What follows belongs to an exercise in optimizing a design on an open flow for small area; a production flow would make more cautious choices.
Only simulation tests tie the RTL to the original design; equivalence was not proved.

## sequential_store
module sequential_store #(
  parameter int unsigned NR_LANES       = 4,
  parameter int unsigned DLEN           = 64,
  parameter int unsigned AXI_DATA_WIDTH = 128,
  parameter int unsigned AXI_ADDR_WIDTH = 64
) (
  input  logic                          clk_i,
  input  logic                          rst_ni,
  input  logic                          rx_shfu_valid_i,
  output logic                          rx_shfu_ready_o,
  input  logic [DLEN*NR_LANES-1:0]      rx_shfu_nb_i,
  input  logic [DLEN/4*NR_LANES-1:0]    rx_shfu_en_i,
  input  logic                          meta_valid_i,
  output logic                          meta_ready_o,
  input  logic [$clog2(DLEN/4*NR_LANES)-1:0] meta_nb_ptr_i,
  input  logic                          txn_valid_i,
  output logic                          txn_ready_o,
  input  logic [AXI_ADDR_WIDTH-1:0]     txn_addr_i,
  input  logic                          txn_is_head_i,
  input  logic                          txn_last_beat_i,
  input  logic [$clog2(AXI_DATA_WIDTH/4):0] txn_lbn_i,
  input  logic                          txn_is_final_i,
  output logic                          w_valid_o,
  input  logic                          w_ready_i,
  output logic [AXI_DATA_WIDTH-1:0]     w_data_o,
  output logic [AXI_DATA_WIDTH/8-1:0]   w_strb_o,
  output logic                          w_last_o
);
Settings: LEC_CHECK=0, CAP_MARGIN=20, CORE_MARGIN=2, CORE_UTILIZATION=50, PLACE_DENSITY=0.65, SLEW_MARGIN=20; clock period 10.0 ns.
standard.sh (not shown) runs the stock make flow with config.mk's settings and CLKGATE_MAP_FILE= SYNTH_SCRIPT=/design/flow/synth_recipe.tcl, a recipe that flattens the netlist after the stock synthesis.
==> flow/flow/run.sh <==
#!/bin/bash
# Standard ORFS layout (the standard.sh) with these changes:
#  - synthesis maps combinational logic with an area-only ABC script (flow/synth.tcl, flow/area.abc);
#  - the rotation stage cells (sequential_store_aoi/_oai) are mapped on their own before the
#    design is flattened, so each stage element becomes a single inverting cell;
#  - port buffers are the smallest buffer (buf_1) instead of the resizer's default pick;
#  - clock tree: larger sink clusters and no dummy load cells.
set -euo pipefail
here=$(pwd)
export MY_ABC_SCRIPT=$here/flow/area.abc
bash standard.sh SYNTH_SCRIPT=$here/flow/synth.tcl \
  "SYNTH_KEEP_MODULES=sequential_store_aoi sequential_store_oai" \
  "BUFFER_PORTS_ARGS=-buffer_cell sky130_fd_sc_hd__buf_1" \
  "CTS_ARGS=-sink_clustering_enable -repair_clock_nets -sink_clustering_size 24 -sink_clustering_max_diameter 200 -buf_list {sky130_fd_sc_hd__clkbuf_16} -dont_use_dummy_load" \
  finish > $here/standard.log 2>&1
==> flow/flow/area.abc <==
strash
dch
amap -F 3 -A 10 -C 1000
topo
==> flow/flow/synth.tcl <==
# synth_recipe.tcl with one change: ABC maps the combinational logic with an area-only script
# (flow/area.abc); everything else, including flip-flop mapping, is ORFS's synthesis unchanged.
proc synth {args} { yosys synth -nofsm -noshare {*}$args }
proc abc {args} {
  set i [lsearch -exact $args -script]
  if {$i >= 0} { lset args [expr {$i + 1}] $::env(MY_ABC_SCRIPT) }
  yosys abc {*}$args
}
source $::env(SCRIPTS_DIR)/synth.tcl
# left out here: clear keep_hierarchy, flatten, clean up, hide names made inside functions, write 1_2_yosys.v
Edit:
==> flow/flow/run.sh (replaced) <==
#!/bin/bash
# Standard ORFS layout (the standard.sh) with these changes:
#  - synthesis maps combinational logic with an area-only ABC script (flow/synth.tcl, flow/area.abc);
#  - the rotation stage cells (sequential_store_aoi/_oai) are mapped on their own before the
#    design is flattened, so each stage element becomes a single inverting cell;
#  - port buffers are the smallest buffer (buf_1) instead of the resizer's default pick.
set -euo pipefail
here=$(pwd)
export MY_ABC_SCRIPT=$here/flow/area.abc
bash standard.sh SYNTH_SCRIPT=$here/flow/synth.tcl \
  "SYNTH_KEEP_MODULES=sequential_store_aoi sequential_store_oai" \
  "BUFFER_PORTS_ARGS=-buffer_cell sky130_fd_sc_hd__buf_1" finish > $here/standard.log 2>&1
--- a/flow/config.mk
+++ b/flow/config.mk
@@ -8,5 +8,7 @@
 export CAP_MARGIN = 20
 export CORE_MARGIN = 2
-export CORE_UTILIZATION = 50
-export PLACE_DENSITY = 0.65
+export CORE_UTILIZATION = 40
+export CTS_BUF_LIST = sky130_fd_sc_hd__clkbuf_16
+export CTS_CLUSTER_DIAMETER = 100
+export CTS_CLUSTER_SIZE = 50
 export SLEW_MARGIN = 20
The new run ran to the end with no violations; register-to-register slack degrades by 0.27 ns; global-route usage came out lower by 5.0 points; wire length went up by 6.0%; core utilization went down by 10 points; critical path depth drops by 1; clock-buffer cell count rises by 4; non-clock buffer count shrinks by 2; sequential cell count stays the same; area after synthesis does not change; die area went up by about 25%.
Edit:
==> flow/flow/run.sh (replaced) <==
#!/bin/bash
# Standard ORFS layout (the standard.sh) with these changes:
#  - synthesis maps combinational logic with an area-only ABC script (flow/synth.tcl, flow/area.abc);
#  - the rotation stage cells (sequential_store_aoi/_oai) are mapped on their own before the
#    design is flattened, so each stage element becomes a single inverting cell;
#  - port buffers are the smallest buffer (buf_1) instead of the resizer's default pick;
#  - clock tree: larger sink clusters and no dummy load cells.
set -euo pipefail
here=$(pwd)
export MY_ABC_SCRIPT=$here/flow/area.abc
bash standard.sh SYNTH_SCRIPT=$here/flow/synth.tcl \
  "SYNTH_KEEP_MODULES=sequential_store_aoi sequential_store_oai" \
  "BUFFER_PORTS_ARGS=-buffer_cell sky130_fd_sc_hd__buf_1" \
  "CTS_ARGS=-sink_clustering_enable -repair_clock_nets -sink_clustering_size 40 -sink_clustering_max_diameter 80 -buf_list {sky130_fd_sc_hd__clkbuf_16} -dont_use_dummy_load" \
  finish > $here/standard.log 2>&1
--- a/flow/config.mk
+++ b/flow/config.mk
@@ -8,7 +8,5 @@
 export CAP_MARGIN = 20
 export CORE_MARGIN = 2
-export CORE_UTILIZATION = 40
-export CTS_BUF_LIST = sky130_fd_sc_hd__clkbuf_16
-export CTS_CLUSTER_DIAMETER = 100
-export CTS_CLUSTER_SIZE = 50
+export CORE_UTILIZATION = 50
+export PLACE_DENSITY = 0.65
 export SLEW_MARGIN = 20
Outcome: Global-route usage increases by 5.0 points; clock skew increases by 0.056 ns; synthesized cell count does not change; via count hardly moves; clock-buffer cell count increases by 4; synthesized area does not change; final cell count decreases by about 5%.
Edit:
--- a/flow/flow/run.sh
+++ b/flow/flow/run.sh
@@ -12,4 +12,4 @@
   "SYNTH_KEEP_MODULES=sequential_store_aoi sequential_store_oai" \
   "BUFFER_PORTS_ARGS=-buffer_cell sky130_fd_sc_hd__buf_1" \
-  "CTS_ARGS=-sink_clustering_enable -repair_clock_nets -sink_clustering_size 40 -sink_clustering_max_diameter 80 -buf_list {sky130_fd_sc_hd__clkbuf_16} -dont_use_dummy_load" \
+  "CTS_ARGS=-sink_clustering_enable -repair_clock_nets -sink_clustering_size 30 -sink_clustering_max_diameter 60 -buf_list {sky130_fd_sc_hd__clkbuf_8 sky130_fd_sc_hd__clkbuf_16} -dont_use_dummy_load" \
   finish > $here/standard.log 2>&1
--- a/flow/config.mk
+++ b/flow/config.mk
@@ -8,5 +8,4 @@
 export CAP_MARGIN = 20
 export CORE_MARGIN = 2
-export CORE_UTILIZATION = 50
-export PLACE_DENSITY = 0.65
+export CORE_UTILIZATION = 40
 export SLEW_MARGIN = 20
What happened: Global-route usage is lower by 4.7 points; routed wire length is higher by 6.6%; core utilization goes down by 10 points; sequential share of layout area went down by 0.93 points; hold slack improved by 0.016 ns; cell count goes up by 5.3%; count of clock-buffer cells in the layout rises by 14; setup slack got worse by 0.29 ns; register-to-register slack got worse by 0.29 ns; critical path depth drops by 1.
Edit:
--- a/flow/flow/run.sh
+++ b/flow/flow/run.sh
@@ -12,4 +12,4 @@
   "SYNTH_KEEP_MODULES=sequential_store_aoi sequential_store_oai" \
   "BUFFER_PORTS_ARGS=-buffer_cell sky130_fd_sc_hd__buf_1" \
-  "CTS_ARGS=-sink_clustering_enable -repair_clock_nets -sink_clustering_size 30 -sink_clustering_max_diameter 60 -buf_list {sky130_fd_sc_hd__clkbuf_8 sky130_fd_sc_hd__clkbuf_16} -dont_use_dummy_load" \
+  "CTS_ARGS=-sink_clustering_enable -repair_clock_nets -sink_clustering_size 28 -sink_clustering_max_diameter 150 -buf_list {sky130_fd_sc_hd__clkbuf_16} -dont_use_dummy_load" \
   finish > $here/standard.log 2>&1
--- a/flow/config.mk
+++ b/flow/config.mk
@@ -8,4 +8,6 @@
 export CAP_MARGIN = 20
 export CORE_MARGIN = 2
-export CORE_UTILIZATION = 40
+export CORE_UTILIZATION = 50
+export GPL_TIMING_DRIVEN = 0
+export PLACE_DENSITY = 0.65
 export SLEW_MARGIN = 20
Outcome: Count of clock-buffer cells in the layout went down by 24. Worst hold slack loses 0.015 ns. Sequential share of layout area went down by 0.88 points. Design area went up by 1.9%. Global-route usage went up by 5.1 points. Maximum frequency went down by 3.5%.

==> afterwards: timing with drivers on the ports <==
In the flow no input, the clock included, has a driving cell. The finished layouts below were timed again as built, in two steps.
Step 1 (the two cells are an assumption about what drives the block):
set clk [get_ports {clk_i}]
set_driving_cell -lib_cell sky130_fd_sc_hd__clkbuf_16 $clk
set_driving_cell -lib_cell sky130_fd_sc_hd__buf_2 [delete_from_list [all_inputs] $clk]
Step 2 also shifts input and output timing later by t, the mid clock arrival at the registers, as if the neighbouring blocks saw the same clock.
Three values: ideal, step 1, step 2; two values: the first two.
run	t (ns)	setup slack, ns	worst hold slack (ns)	worst register clock-pin slew, ns	cell pins on the clock port's net
the first run	0.642	1.331 / 1.331 / 0.944	0.571 / 0.571 / 0.571	0.11 / 0.11	1
the second run	0.683	1.058 / 1.058 / 0.672	0.597 / 0.597 / 0.597	0.12 / 0.12	1
the third run	0.670	1.386 / 1.386 / 1.008	0.566 / 0.566 / 0.566	0.12 / 0.12	1
the fourth run	0.645	1.093 / 1.093 / 0.690	0.582 / 0.582 / 0.582	0.08 / 0.08	1
the fifth run	0.620	0.774 / 0.788 / 0.168	0.567 / 0.567 / 0.567	0.11 / 0.11	1
After both steps setup and hold are still met in every run listed. For the fifth run, which loses most, drivers alone change the setup slack by +0.014 ns; drivers and shift together by -0.606 ns.
